Source: an optimization exercise on an open RTL-to-GDS flow (aim: small area and a short achievable clock period). Production flows keep margins and buffers that such runs may drop. In this exercise RTL edits were held to simulation tests only and were not proved equivalent to the original.

<file path="flow/config.mk">
export PLATFORM = sky130hd
export DESIGN_NAME = armCore
export DESIGN_NICKNAME = armCore
export VERILOG_FILES = /design/flow/design.v
export SDC_FILE = /design/flow/constraint.sdc
export NUM_CORES = 4
export LEC_CHECK = 0
export CAP_MARGIN = 20
export CORE_MARGIN = 2
export CORE_UTILIZATION = 40
export SLEW_MARGIN = 20
</file>
<file path="flow/run.sh">
#!/bin/bash
# synth_recipe.tcl (not shown) runs the flow's synth.tcl, then flattens the netlist and writes it again
# the make line also repeats each setting of config.mk as NAME=value (left out here)
make -C /OpenROAD-flow-scripts/flow DESIGN_CONFIG=/design/flow/config.mk WORK_HOME=/design/flow/orfs CLKGATE_MAP_FILE= SYNTH_SCRIPT=/design/flow/synth_recipe.tcl finish
</file>
<file path="flow/design.v">
package armPkg;
  typedef logic [31:0] dataT;      
  typedef logic [3:0]  regAddrT;   
  typedef logic [3:0]  flagsT;     
  typedef enum logic [3:0] {
    aluAnd = 4'h0,
    aluEor = 4'h1,
    aluSub = 4'h2,
    aluRsb = 4'h3,
    aluAdd = 4'h4,
    aluAdc = 4'h5,
    aluSbc = 4'h6,
    aluRsc = 4'h7,
    aluTst = 4'h8,
    aluTeq = 4'h9,
    aluCmp = 4'ha,
    aluCmn = 4'hb,
    aluOrr = 4'hc,
    aluMov = 4'hd,
    aluBic = 4'he,
    aluMvn = 4'hf
  } aluOpT;
  typedef enum logic [1:0] {
    shLsl = 2'b00,
    shLsr = 2'b01,
    shAsr = 2'b10,
    shRor = 2'b11
  } shiftTypeT;
  typedef enum logic {
    modeImm = 1'b0,   
    modeReg = 1'b1    
  } operandModeT;
  localparam regAddrT PcReg    = 4'd15;   
  localparam dataT    NopInstr = '0;      
  localparam int FlagN = 3;
  localparam int FlagZ = 2;
  localparam int FlagC = 1;
  localparam int FlagV = 0;
endpackage
module armCore
#(
  parameter armPkg::dataT ResetAddr = '0
) (
  input  logic            Clk,
  input  logic            Reset,
  input  logic            Hold,
  output armPkg::dataT    InstrAddr,
  input  armPkg::dataT    Instr,
  output logic            WbEnable,
  output armPkg::regAddrT WbReg,
  output armPkg::dataT    WbData,
  output armPkg::flagsT   Flags
);
  logic [31:2] pc;                       
  assign InstrAddr = {pc, ResetAddr[1:0]};
  logic fImm, fReg, fSup, fCmp, fWrite, fSet;
  assign fImm   = (Instr[27:25] == 3'b001);
  assign fReg   = (Instr[27:25] == 3'b000) && !Instr[4];
  assign fSup   = (fImm || fReg) && (Instr != 32'd0);
  assign fCmp   = (Instr[24:23] == 2'b10);           
  assign fWrite = fSup && !fCmp && (Instr[15:12] != 4'hf);
  assign fSet   = fSup && Instr[20];
  logic        idWrite, idSet;
  logic        idImm;
  logic [3:0]  idOp;
  logic [3:0]  idRd;
  logic [3:0]  idRn;
  logic [11:0] idLo;
  always_ff @(posedge Clk or posedge Reset) begin
    if (Reset) begin
      pc      <= ResetAddr[31:2];
      idWrite <= 1'b0;
      idSet   <= 1'b0;
    end else if (!Hold) begin
      pc      <= pc + 30'd1;
      idWrite <= fWrite;
      idSet   <= fSet;
    end
  end
  always_ff @(posedge Clk) begin
    if (!Hold) begin
      idImm <= fImm;
      idOp  <= Instr[24:21];
      idRd  <= Instr[15:12];
      idRn  <= Instr[19:16];
      idLo  <= Instr[11:0];
    end
  end
  logic [31:0] regs [15];
  logic [14:0] valid;
  always_ff @(posedge Clk or posedge Reset) begin
    if (Reset) begin
      valid <= '0;
    end else if (WbEnable) begin
      valid[WbReg] <= 1'b1;             
    end
  end
  always_ff @(posedge Clk) begin
    for (int i = 0; i < 15; i++) begin
      if (WbEnable && (WbReg == 4'(i))) regs[i] <= WbData;
    end
  end
  logic [31:0] pcRead;
  assign pcRead = {pc + 30'd1, ResetAddr[1:0]};
  logic [3:0] idRm;
  assign idRm = idLo[3:0];
  logic [31:0] rnVal, rmVal;
  always_comb begin
    rnVal = (idRn == 4'hf) ? pcRead : 32'd0;
    rmVal = (!idImm && idRm == 4'hf) ? pcRead : 32'd0;
    if (idImm) rmVal[7:0] = idLo[7:0];    
    for (int i = 0; i < 15; i++) begin
      rnVal = rnVal | ({32{(idRn == 4'(i)) && valid[i]}} & regs[i]);
      rmVal = rmVal | ({32{!idImm && (idRm == 4'(i)) && valid[i]}} & regs[i]);
    end
  end
  logic [1:0]  shType;
  logic [4:0]  shAmt;
  logic [4:0]  rotAmt;
  logic [31:0] shMask;
  logic        shFill;
  assign shType = idLo[6:5];
  assign shAmt  = idLo[11:7];
  always_comb begin
    if (idImm)                 rotAmt = {idLo[11:8], 1'b0};
    else if (shType == 2'b00)  rotAmt = 5'd0 - shAmt;    
    else                       rotAmt = shAmt;
    for (int i = 0; i < 32; i++) begin
      if (idImm || shType == 2'b11)  shMask[i] = 1'b1;
      else if (shType == 2'b00)      shMask[i] = (5'(i) >= shAmt);
      else                           shMask[i] = ({1'b0, 5'(i)} + {1'b0, shAmt}) <= 6'd31;
    end
  end
  assign shFill = !idImm && (shType == 2'b10) && rmVal[31];
  logic [31:0] rot0, rot1, rot2, rot3, rot4, opB;
  assign rot0 = rotAmt[0] ? {rmVal[0],    rmVal[31:1]}  : rmVal;
  assign rot1 = rotAmt[1] ? {rot0[1:0],   rot0[31:2]}   : rot0;
  assign rot2 = rotAmt[2] ? {rot1[3:0],   rot1[31:4]}   : rot1;
  assign rot3 = rotAmt[3] ? {rot2[7:0],   rot2[31:8]}   : rot2;
  assign rot4 = rotAmt[4] ? {rot3[15:0],  rot3[31:16]}  : rot3;
  assign opB  = (rot4 & shMask) | (~shMask & {32{shFill}});
  logic dArith, dInvA, dInvB, dCinOne, dCinC;
  logic [1:0] dLogic;
  always_comb begin
    dArith  = 1'b1;
    dInvA   = 1'b0;
    dInvB   = 1'b0;
    dCinOne = 1'b0;
    dCinC   = 1'b0;
    dLogic  = 2'd0;
    case (idOp)
      4'h0, 4'h8: begin dArith = 1'b0; dLogic = 2'd0; end             
      4'h1, 4'h9: begin dArith = 1'b0; dLogic = 2'd1; end             
      4'hc:       begin dArith = 1'b0; dLogic = 2'd2; end             
      4'hd:       begin dArith = 1'b0; dLogic = 2'd3; end             
      4'he:       begin dArith = 1'b0; dLogic = 2'd0; dInvB = 1'b1; end   
      4'hf:       begin dArith = 1'b0; dLogic = 2'd3; dInvB = 1'b1; end   
      4'h2, 4'ha: begin dInvB = 1'b1; dCinOne = 1'b1; end             
      4'h3:       begin dInvA = 1'b1; dCinOne = 1'b1; end             
      4'h4, 4'hb: ;                                                   
      4'h5:       dCinC = 1'b1;                                       
      4'h6:       begin dInvB = 1'b1; dCinC = 1'b1; end               
      default:    begin dInvA = 1'b1; dCinC = 1'b1; end               
    endcase
  end
  logic        exWrite, exSet;
  logic [31:0] exA, exB;
  logic        exArith, exInvB, exCinOne, exCinC;
  logic [1:0]  exLogic;
  logic [3:0]  exRd;
  always_ff @(posedge Clk or posedge Reset) begin
    if (Reset) begin
      exWrite <= 1'b0;
      exSet   <= 1'b0;
    end else begin
      exWrite <= idWrite && !Hold;       
      exSet   <= idSet && !Hold;
    end
  end
  always_ff @(posedge Clk) begin
    exA      <= rnVal ^ {32{dInvA}};
    exB      <= opB;
    exArith  <= dArith;
    exInvB   <= dInvB;
    exCinOne <= dCinOne;
    exCinC   <= dCinC;
    exLogic  <= dLogic;
    exRd     <= idRd;
  end
  logic [31:0] x, y;
  logic        cin;
  logic [33:0] sumExt;
  logic [32:0] sum;
  logic [31:0] logicRes, result;
  logic        zArith, zLogic, zero, ovf;
  assign x   = exA;
  assign y   = exB ^ {32{exInvB}};
  assign cin = exCinOne || (exCinC && Flags[armPkg::FlagC]);
  assign sumExt = {1'b0, x, 1'b1} + {1'b0, y, cin};
  assign sum    = sumExt[33:1];
  always_comb begin
    case (exLogic)
      2'd0:    logicRes = x & y;
      2'd1:    logicRes = x ^ y;
      2'd2:    logicRes = x | y;
      default: logicRes = y;
    endcase
  end
  logic [31:0] kin;
  assign kin    = {x[30:0] | y[30:0], cin};
  assign zArith = &(~(x ^ y ^ kin));
  assign zLogic = (logicRes == 32'd0);
  assign zero   = exArith ? zArith : zLogic;
  assign ovf    = (x[31] == y[31]) && (sum[31] != x[31]);
  assign result = exArith ? sum[31:0] : logicRes;
  always_ff @(posedge Clk or posedge Reset) begin
    if (Reset) begin
      Flags <= '0;
    end else if (exSet) begin
      Flags[armPkg::FlagN] <= result[31];
      Flags[armPkg::FlagZ] <= zero;
      if (exArith) begin
        Flags[armPkg::FlagC] <= sum[32];
        Flags[armPkg::FlagV] <= ovf;
      end
    end
  end
  logic        memWrite;
  logic [3:0]  memRd;
  logic [31:0] memData;
  always_ff @(posedge Clk or posedge Reset) begin
    if (Reset) begin
      memWrite <= 1'b0;
      WbEnable <= 1'b0;
    end else begin
      memWrite <= exWrite;
      WbEnable <= memWrite;
    end
  end
  always_ff @(posedge Clk) begin
    memRd   <= exRd;
    memData <= result;
    WbReg   <= memRd;
    WbData  <= memData;
  end
endmodule
</file>
<file path="flow/constraint.sdc">
create_clock -name core_clock -period 6.3 [get_ports {Clk}]
set_input_delay 1.2600 -clock core_clock [delete_from_list [all_inputs] [get_ports {Clk}]]
set_output_delay 1.2600 -clock core_clock [all_outputs]
set_load 0.01 [all_outputs]
</file>
==> flow_summary.json, run 1 <==
{
  "run_status": "finished clean",
  "average_detailed_routed_wire_length_per_instance_microns": 35.6,
  "average_vias_per_placed_instance": 6.97,
  "critPathArrivalTime_ps": 5750,
  "critPathSlowestCell": "and3_1",
  "synthesis.instances": 3057,
  "finalClockSkew_ps": 55.2,
  "numPlacedInstances": 4163,
  "postCtsHoldBufs": 0,
  "detail_route.iter0.violations": 5874,
  "clockRootBuffer": "clkbuf_16",
  "cts.repair.resized": 0,
  "power.share.clock": 0.321,
  "io_buffers": 105,
  "synth.cell_area_sq_um": 35800,
  "cts_setup_buffers": 0,
  "synth_cell_type_count": 87,
  "reported_net_switching_power_mw": 5.04,
  "buffers_plus_inverters_on_the_worst_setup_path": 1,
  "timing.critical_path.from_type": "register",
  "power.leakage_nw": 14.5,
  "share_of_the_clock_period_used_by_the_worst_path": 0.828,
  "hold_path_class": "register to register",
  "drc": 0,
  "fin_nets": 3193,
  "power.internal_mw": 9.85,
  "switching_share": 0.338,
  "grt_pass1_vias": 28800,
  "clock_tree.htree_level_count": 3,
  "path_clk_slew_ps": 60,
  "die_y_microns": 303,
  "clkSinkCount": 713,
  "die_w_microns": 303,
  "start_util": 0.404,
  "fin_tns_setup_ps": 0,
  "irDropWorstVdd_mv": 0.241,
  "ctsLongestPathBuffers": 3,
  "count_of_final_hold_check_violations": 0,
  "crit_required_ps": 6840,
  "worst-slew-pin-transition_ps": 1280,
  "layout.core_utilization": 0.460,
  "comb_power_share": 0.225,
  "fraction_of_synthesis_flops_using_an_asynchronous_set_or_reset_pin": 0.0771,
  "post_route_cells_drive_above_1_share": 0.106,
  "postSynthRegisterBits": 713,
  "tritoncts": "built",
  "critPathTopFamily": "simple AND/OR/NAND/NOR gates",
  "unrepaired_setup_endpoints_after_global_routing": "false",
  "hold_slack_ps": 320,
  "number_of_search_and_repair_iterations_in_the_first_detailed_routing_pass": 9,
  "floorplan.io_pins": 108,
  "setup.worst_path.end_class": "register",
  "groute.usage.overall": 0.328,
  "pwr_density_cell_nw_per_um2": 365,
  "placementRows": 109,
  "timing.max_cap.violations": 0,
  "postSynthAreaPerCell_sq_um": 11.7,
  "maxSlewHeadroom": 0.143,
  "max_transition_viols_final": 0,
  "area_growth_pct": 13.9,
  "vias": 30100,
  "slowest_delay_ps": 980,
  "grt_start_max_net_pins": 56,
  "fp.coreArea_sq_um": 88500,
  "critical_path.cell_chain": "nor2_1, and3_1, buf_4, a222oi_1, and3_1, and3_1, mux4_2, mux4_2, and2_1, o31ai_1",
  "synthFlopType": "edfxtp_1",
  "seqPwrFrac": 0.454,
  "report.power.total_mw": 14.9,
  "grt_remaining_overflow": 0,
  "clock.fmax_ghz": 0.192,
  "route.final.wire_length_microns": 153000,
  "final_cell_count_no_fill": 4312,
  "warning_count_from_the_yosys_run": 2,
  "antenna_found_initial": 4,
  "highest_fanout_seen_on_the_critical_path": 18,
  "synth_top_cell_area_share": 0.424,
  "synth.cells.most_frequent": "edfxtp_1 (505), a22oi_1 (252), clkbuf_1 (189), nand2_1 (169), dfxtp_1 (153)",
  "synth_area_leader": "edfxtp_1",
  "synth_seq_area_share": 0.548,
  "dieArea_sq_um": 91800,
  "ant_nets": 0,
  "crit_top_cell": "and3_1",
  "final.min_clock_period_ps": 5210,
  "crit_type": "register to register",
  "place.detailed.hpwl_microns": 101000,
  "setup_viol": 0,
  "yosys.cell_count.top_type": "edfxtp_1",
  "wire_length_of_the_first_global_routing_pass_microns": 214000,
  "cts_made_buffers": 79,
  "clock_latency_ps": 680,
  "place.gp.congestion": 0.999,
  "synth_edf_count": 505,
  "synth.area.top_cells": "edfxtp_1 (42%), dfxtp_1 (8.6%), a22oi_1 (5.3%)"
}
[worst paths after layout]
kind | end | slack (ps) | cells past startpoint | from
setup / recovery | exB[14] | 1090 | 10 | idLo[0]
hold / removal | WbData[28] | 320 | 0 | memData[28]
setup reg to reg | exB[14] | 1090 | 10 | idLo[0]
hold reg to reg | WbData[28] | 320 | 0 | memData[28]
max in group asynchronous | Flags[1] | 4510 | 3 | Reset
min in group asynchronous | valid[3] | 1150 | 3 | Reset
[logic make-up after synthesis]
| kind of cell | Yosys count | synth area share |
|---|---|---|
| AO/OA/AOI/OAI | 832 | 0.174 |
| XOR/XNOR | 182 | 0.0446 |
| adder cells (fa/ha/maj) | 80 | 0.0281 |
| buffers and inverters | 374 | 0.0411 |
| flip-flops | 713 | 0.548 |
| multiplexers | 78 | 0.0414 |
| other | 1 | 0.000105 |
| AND/OR/NAND/NOR | 797 | 0.123 |
[worst reg2reg max path, cell delays in order, from the launching register on]
cell and delay [ps]:
edfxtp_1 650, nor2_1 860, and3_1 980, buf_4 520
a222oi_1 180, and3_1 270, and3_1 210, mux4_2 520
mux4_2 510, and2_1 170, o31ai_1 220
[layer usage]
metal	up-vias	GRT usage	part of all wire
li1	12100	-	-
met1	14700	0.420	0.36
met2	2676	0.472	0.42
met3	655	0.113	0.14
met4	6	0.211	0.078
met5	-	0	0.00026
[per-stage QoR]
step / setup WS [ps] / cell area, sq um
5_1_grt: 1090 / 40700
6_report: 1090 / 40800
2_1_floorplan: 2180 / 35800
4_1_cts: 1260 / 40700
3_5_place_dp: 1330 / 38000
3_3_place_gp: 1270 / 38000
[power by group through the flow]
stage / registers (mW) / clock network, mW / logic (mW)
4_1_cts: 6.70 / 4.83 / 3.28
5_1_grt: 6.80 / 4.99 / 3.55
2_1_floorplan: 6.37 / 0 / 1.95
3_5_place_dp: 6.79 / 0 / 3.26
3_3_place_gp: 6.76 / 0 / 3.22
6_report: 6.75 / 4.78 / 3.35
[final cells by class]
cell class                      instances  area [sq um]
Sequential cell                       713         19600
Multi-Input combinational cell       1971         14800
Tap cell                             1165          1460
Inverter                              116           435
Antenna cell                            2          5.00
Clock buffer                           96          2080
Clock inverter                         51           609
Fill cell                            7902         47800
Timing Repair Buffer                  198          1760
[sequential cells by signal (all words and copies together) (netlist names), 2 cells and up]
signal / count
WbReg: 4
WbData: 32
Flags: 4
valid: 15
idRd: 4
exRd: 4
regs: 480
idRn: 4
pc: 30
idLo: 12
memRd: 4
exA: 32
dLogic: 2
exB: 32
memData: 32
exLogic: 2
idOp: 4
[cell usage in the layout, fill, tap and decap left out, drive strengths merged, types with 92 or more instances in the layout]
| cell type | n |
|---|---|
| edfxtp | 505 |
| clkdlybuf4s50 | 105 |
| nand2 | 169 |
| and3 | 107 |
| clkbuf | 96 |
| a22oi | 252 |
| nand3 | 105 |
| a21oi | 107 |
| nor2 | 104 |
| dfxtp | 153 |
| inv | 125 |
| xor2 | 92 |
| buf | 93 |
==> run 2: changes to the inputs <==
--- a/flow/design.v
+++ b/flow/design.v
@@ -67,4 +67,13 @@
   logic [3:0]  idRn;
   logic [11:0] idLo;
+  logic [15:0] idRmOH;                   
+  logic [3:0]  idRotHi;                  
+  logic [7:0]  idRotLo;                  
+  logic [4:0] fRot;
+  always_comb begin
+    if (fImm)                       fRot = {Instr[11:8], 1'b0};
+    else if (Instr[6:5] == 2'b00)   fRot = 5'd0 - Instr[11:7];
+    else                            fRot = Instr[11:7];
+  end
   always_ff @(posedge Clk or posedge Reset) begin
     if (Reset) begin
@@ -85,4 +94,7 @@
       idRn  <= Instr[19:16];
       idLo  <= Instr[11:0];
+      idRmOH <= fImm ? 16'd0 : (16'd1 << Instr[3:0]);
+      idRotHi <= 4'd1 << fRot[4:3];
+      idRotLo <= 8'd1 << fRot[2:0];
     end
   end
@@ -103,19 +115,18 @@
   logic [31:0] pcRead;
   assign pcRead = {pc + 30'd1, ResetAddr[1:0]};
-  logic [3:0] idRm;
-  assign idRm = idLo[3:0];
   logic [31:0] rnVal, rmVal;
+  logic        rmValid;
   always_comb begin
     rnVal = (idRn == 4'hf) ? pcRead : 32'd0;
-    rmVal = (!idImm && idRm == 4'hf) ? pcRead : 32'd0;
+    rmVal = idRmOH[15] ? pcRead : 32'd0;
     if (idImm) rmVal[7:0] = idLo[7:0];    
     for (int i = 0; i < 15; i++) begin
       rnVal = rnVal | ({32{(idRn == 4'(i)) && valid[i]}} & regs[i]);
-      rmVal = rmVal | ({32{!idImm && (idRm == 4'(i)) && valid[i]}} & regs[i]);
-    end
-  end
+      rmVal = rmVal | ({32{idRmOH[i]}} & regs[i]);
+    end
+  end
+  assign rmValid = idImm || idRmOH[15] || |(idRmOH[14:0] & valid);
   logic [1:0]  shType;
   logic [4:0]  shAmt;
-  logic [4:0]  rotAmt;
   logic [31:0] shMask;
   logic        shFill;
@@ -123,21 +134,26 @@
   assign shAmt  = idLo[11:7];
   always_comb begin
-    if (idImm)                 rotAmt = {idLo[11:8], 1'b0};
-    else if (shType == 2'b00)  rotAmt = 5'd0 - shAmt;    
-    else                       rotAmt = shAmt;
     for (int i = 0; i < 32; i++) begin
-      if (idImm || shType == 2'b11)  shMask[i] = 1'b1;
-      else if (shType == 2'b00)      shMask[i] = (5'(i) >= shAmt);
-      else                           shMask[i] = ({1'b0, 5'(i)} + {1'b0, shAmt}) <= 6'd31;
-    end
-  end
-  assign shFill = !idImm && (shType == 2'b10) && rmVal[31];
-  logic [31:0] rot0, rot1, rot2, rot3, rot4, opB;
-  assign rot0 = rotAmt[0] ? {rmVal[0],    rmVal[31:1]}  : rmVal;
-  assign rot1 = rotAmt[1] ? {rot0[1:0],   rot0[31:2]}   : rot0;
-  assign rot2 = rotAmt[2] ? {rot1[3:0],   rot1[31:4]}   : rot1;
-  assign rot3 = rotAmt[3] ? {rot2[7:0],   rot2[31:8]}   : rot2;
-  assign rot4 = rotAmt[4] ? {rot3[15:0],  rot3[31:16]}  : rot3;
-  assign opB  = (rot4 & shMask) | (~shMask & {32{shFill}});
+      if (idImm || shType == 2'b11)  shMask[i] = rmValid;
+      else if (shType == 2'b00)      shMask[i] = rmValid && (5'(i) >= shAmt);
+      else                           shMask[i] = rmValid && (({1'b0, 5'(i)} + {1'b0, shAmt}) <= 6'd31);
+    end
+  end
+  assign shFill = !idImm && (shType == 2'b10) && rmValid && rmVal[31];
+  logic [3:0]  rotHi;
+  logic [7:0]  rotLo;
+  logic [31:0] rotMid, rotOut, opB;
+  assign rotHi = idRotHi;
+  assign rotLo = idRotLo;
+  always_comb begin
+    for (int i = 0; i < 32; i++) begin
+      rotMid[i] = 1'b0;
+      for (int k = 0; k < 4; k++) rotMid[i] = rotMid[i] | (rotHi[k] & rmVal[(i + 8 * k) % 32]);
+    end
+    for (int i = 0; i < 32; i++) begin
+      rotOut[i] = 1'b0;
+      for (int j = 0; j < 8; j++) rotOut[i] = rotOut[i] | (rotLo[j] & rotMid[(i + j) % 32]);
+    end
+  end
   logic dArith, dInvA, dInvB, dCinOne, dCinC;
   logic [1:0] dLogic;
@@ -164,7 +180,8 @@
     endcase
   end
+  assign opB = ((rotOut & shMask) | (~shMask & {32{shFill}})) ^ {32{dInvB}};
   logic        exWrite, exSet;
   logic [31:0] exA, exB;
-  logic        exArith, exInvB, exCinOne, exCinC;
+  logic        exArith, exCinOne, exCinC;
   logic [1:0]  exLogic;
   logic [3:0]  exRd;
@@ -182,5 +199,4 @@
     exB      <= opB;
     exArith  <= dArith;
-    exInvB   <= dInvB;
     exCinOne <= dCinOne;
     exCinC   <= dCinC;
@@ -190,13 +206,29 @@
   logic [31:0] x, y;
   logic        cin;
-  logic [33:0] sumExt;
   logic [32:0] sum;
   logic [31:0] logicRes, result;
   logic        zArith, zLogic, zero, ovf;
   assign x   = exA;
-  assign y   = exB ^ {32{exInvB}};
+  assign y   = exB;                    
   assign cin = exCinOne || (exCinC && Flags[armPkg::FlagC]);
-  assign sumExt = {1'b0, x, 1'b1} + {1'b0, y, cin};
-  assign sum    = sumExt[33:1];
+  logic [31:0] pp, gk, pk, gg, pg;
+  logic [32:0] carry;
+  always_comb begin
+    pp = x ^ y;
+    gk = x & y;
+    pk = pp;
+    for (int d = 1; d < 32; d = d * 2) begin
+      gg = gk;
+      pg = pk;
+      for (int i = d; i < 32; i++) begin
+        gg[i] = gk[i] | (pk[i] & gk[i - d]);
+        pg[i] = pk[i] & pk[i - d];
+      end
+      gk = gg;
+      pk = pg;
+    end
+    carry = {gk | (pk & {32{cin}}), cin};
+  end
+  assign sum = {carry[32], pp ^ carry[31:0]};
   always_comb begin
     case (exLogic)
@@ -212,5 +244,5 @@
   assign zLogic = (logicRes == 32'd0);
   assign zero   = exArith ? zArith : zLogic;
-  assign ovf    = (x[31] == y[31]) && (sum[31] != x[31]);
+  assign ovf    = carry[32] ^ carry[31];
   assign result = exArith ? sum[31:0] : logicRes;
   always_ff @(posedge Clk or posedge Reset) begin
--- a/flow/config.mk
+++ b/flow/config.mk
@@ -9,3 +9,4 @@
 export CORE_MARGIN = 2
 export CORE_UTILIZATION = 40
+export SETUP_SLACK_MARGIN = 3.5
 export SLEW_MARGIN = 20
==> flow_summary.json, run 2 <==
{
  "share_of_the_clock_period_used_by_the_worst_path": 0.543,
  "run_status": "finished clean",
  "critPathArrivalTime_ps": 3920,
  "clock_latency_ps": 670,
  "regMostFlops": "regs",
  "grt_pass1_vias": 31100,
  "groute.usage.overall": 0.345,
  "maxSlewHeadroom": 0.283,
  "hold_path_class": "register to register",
  "placementRows": 111,
  "seqCellArea_sq_um": 20600,
  "drc": 0,
  "start_util": 0.402,
  "antenna_found_initial": 8,
  "ant_nets": 0,
  "floorplan.io_pins": 108,
  "crit_type": "register to register",
  "synth_edf_count": 533,
  "worst-slew-pin-transition_ps": 1080,
  "synth.cell_area_sq_um": 36700,
  "grt_remaining_overflow": 0,
  "wire_length_of_the_first_global_routing_pass_microns": 231000,
  "design_area_sq_um": 46400,
  "clock.fmax_ghz": 0.292,
  "clock_tree.htree_level_count": 3,
  "postSynthAreaPerCell_sq_um": 11.7,
  "antenna_cells": 0,
  "place.detailed.hpwl_microns": 98500,
  "fill_cells": 7691,
  "synth_seq_area_share": 0.556,
  "largest_reg_flops": 480,
  "synth_top_cell_area_share": 0.436,
  "cts_made_buffers": 79,
  "ctsLongestPathBuffers": 3,
  "commonest_non_fill_non_tap_cell_in_the_layout": "edfxtp_1",
  "detailed_place.area_sq_um": 39200,
  "final.min_clock_period_ps": 3420,
  "count_of_final_hold_check_violations": 0,
  "power.leakage_nw": 16.7,
  "grt_start_max_net_pins": 56,
  "detail_route.iter0.violations": 6646,
  "irDropWorstVdd_mv": 0.265,
  "highest_fanout_seen_on_the_critical_path": 33,
  "mostFrequentLayoutCells": "edfxtp_1 (533), a22oi_1 (282), buf_4 (264), nand2_1 (143), nor2_1 (131)",
  "tritoncts": "built",
  "place.gp.congestion": 0.955,
  "die_w_microns": 307,
  "average_detailed_routed_wire_length_per_instance_microns": 35.9,
  "pwr_density_cell_nw_per_um2": 345,
  "area_growth_pct": 26.3,
  "clkSinkCount": 740,
  "finalClockSkew_ps": 26.8,
  "unrepaired_setup_endpoints_after_global_routing": "true",
  "average_vias_per_placed_instance": 6.97,
  "setup_viol": 0,
  "synth_area_leader": "edfxtp_1",
  "clockRootBuffer": "clkbuf_16",
  "report.power.total_mw": 16.0,
  "multi_input_area_sq_um": 16500,
  "path_clk_slew_ps": 60,
  "synthFlopType": "edfxtp_1",
  "yosys.cell_count.top_type": "edfxtp_1",
  "fin_nets": 3540,
  "route.final.wire_length_microns": 168000,
  "synth.area.top_cells": "edfxtp_1 (44%), dfxtp_1 (8.3%), a22oi_1 (6.1%)",
  "fp.coreArea_sq_um": 91200,
  "fin_tns_setup_ps": 0,
  "io_buffers": 105,
  "warning_count_from_the_yosys_run": 2,
  "hold_slack_ps": 319,
  "max_transition_viols_final": 0,
  "timing.max_cap.violations": 0,
  "setup.worst_path.end_class": "register",
  "synthesis.instances": 3131,
  "vias": 32600,
  "crit_required_ps": 6800,
  "synth.cells.most_frequent": "edfxtp_1 (533), a22oi_1 (300), clkbuf_1 (195), nand2_1 (153), dfxtp_1 (152)",
  "dieArea_sq_um": 94200,
  "postSynthRegisterBits": 740,
  "synth_cell_type_count": 85,
  "die_y_microns": 307,
  "timing.critical_path.from_type": "register",
  "number_of_search_and_repair_iterations_in_the_first_detailed_routing_pass": 11,
  "fraction_of_synthesis_flops_using_an_asynchronous_set_or_reset_pin": 0.0743,
  "post_route_cells_drive_above_1_share": 0.271
}
[run 2: what timing repair did]
item	CTS	global route
resized for setup	448	177
pin swaps	95	110
buffers inserted	218	61
endpoints found under the hold margin	0	0
hold buffers	0	0
gates cloned	8	2
setup endpoints to repair	159	81
[run 2: critical path, stage by stage, from the launching register on]
cell      delay, ps
edfxtp_1        410
buf_12          230
a22oi_1         310
nand4_1         180
or3_4           460
and2_1          190
or4_4           640
a221o_1         370
a221oi_2        180
a31oi_1         120
xor2_1          140
[run 2: per-layer routing]
| layer | up-vias | track usage | wire, microns |
|---|---|---|---|
| li1 | 13000 | - | - |
| met1 | 15800 | 0.431 | 58800 |
| met2 | 2968 | 0.508 | 70900 |
| met3 | 784 | 0.113 | 23900 |
| met4 | 2 | 0.236 | 14500 |
| met5 | - | 0 | 14 |
[run 2: cell families after synthesis]
| logic type | synth area share |
|---|---|
| AO/OA/AOI/OAI | 0.206 |
| XOR/XNOR | 0.0430 |
| buffers and inverters | 0.0417 |
| flip-flops | 0.556 |
| multiplexers | 0.0283 |
| adder cells (fa/ha/maj) | 0.0271 |
| other | 0.000102 |
| AND/OR/NAND/NOR | 0.0972 |
[run 2: stage by stage]
stage / std cells / setup WS (ps) / utilization
floorplan: 3132 / 2640 / -
global placement: 4242 / 2060 / 0.430
detailed placement: 4242 / 2050 / 0.430
CTS: 4615 / 2960 / 0.495
global route: 4678 / 2750 / 0.508
finish: 4678 / 2880 / 0.508
[run 2: report_power, final]
part / total (mW) / switching [mW] / internal (mW)
sequential: 6.96 / 0.767 / 6.19
combinational: 4.22 / 2.52 / 1.71
clock: 4.82 / 2.05 / 2.76
[run 2: cell type report]
| class | instances | share of cell area |
|---|---|---|
| clock buffers | 103 | 0.0464 |
| clock inverters | 44 | 0.0110 |
| inverters | 134 | 0.0111 |
| multi-input cells | 2007 | 0.356 |
| flip-flops and latches | 740 | 0.445 |
| well taps | 1186 | 0.0320 |
| repair buffers | 464 | 0.0978 |
[run 2: final timing paths]
check                             from          to  slack, ps  depth (start not counted)
setup / recovery             idRmOH[3]      exB[1]       2880                         10
hold / removal             memData[23]  WbData[23]        320                          0
setup reg to reg             idRmOH[3]      exB[1]       2880                         10
hold reg to reg            memData[23]  WbData[23]        320                          0
max in group asynchronous        Reset      pc[23]       4490                          3
min in group asynchronous        Reset     idWrite       1180                          3

[what the ideal ports hide]
Ports are ideal in the flow. The routed layouts listed here were re-timed in OpenROAD. Step 1 (the two cells are an assumption about what drives the block):
set clk [get_ports {Clk}]
set_driving_cell -lib_cell sky130_fd_sc_hd__clkbuf_16 $clk
set_driving_cell -lib_cell sky130_fd_sc_hd__buf_2 [delete_from_list [all_inputs] $clk]
Step 2 adds t to the input delays and takes it off the output delays; t is the mean of the earliest and latest rising clock arrival at the registers after step 1. Input paths then give back, and output paths get back, about the clock's delay inside the block. Slacks: no drivers / after step 1 / after step 2; pairs: no drivers / after step 1.
| run | t (ns) | setup WS [ns] | hold WS [ns] |
|---|---|---|---|
| run 1 | 0.728 | 1.086 / 1.086 / 1.086 | 0.320 / 0.320 / 0.320 |
| run 2 | 0.723 | 2.881 / 2.881 / 2.881 | 0.319 / 0.319 / 0.319 |
After both steps every run listed still meets setup and hold.
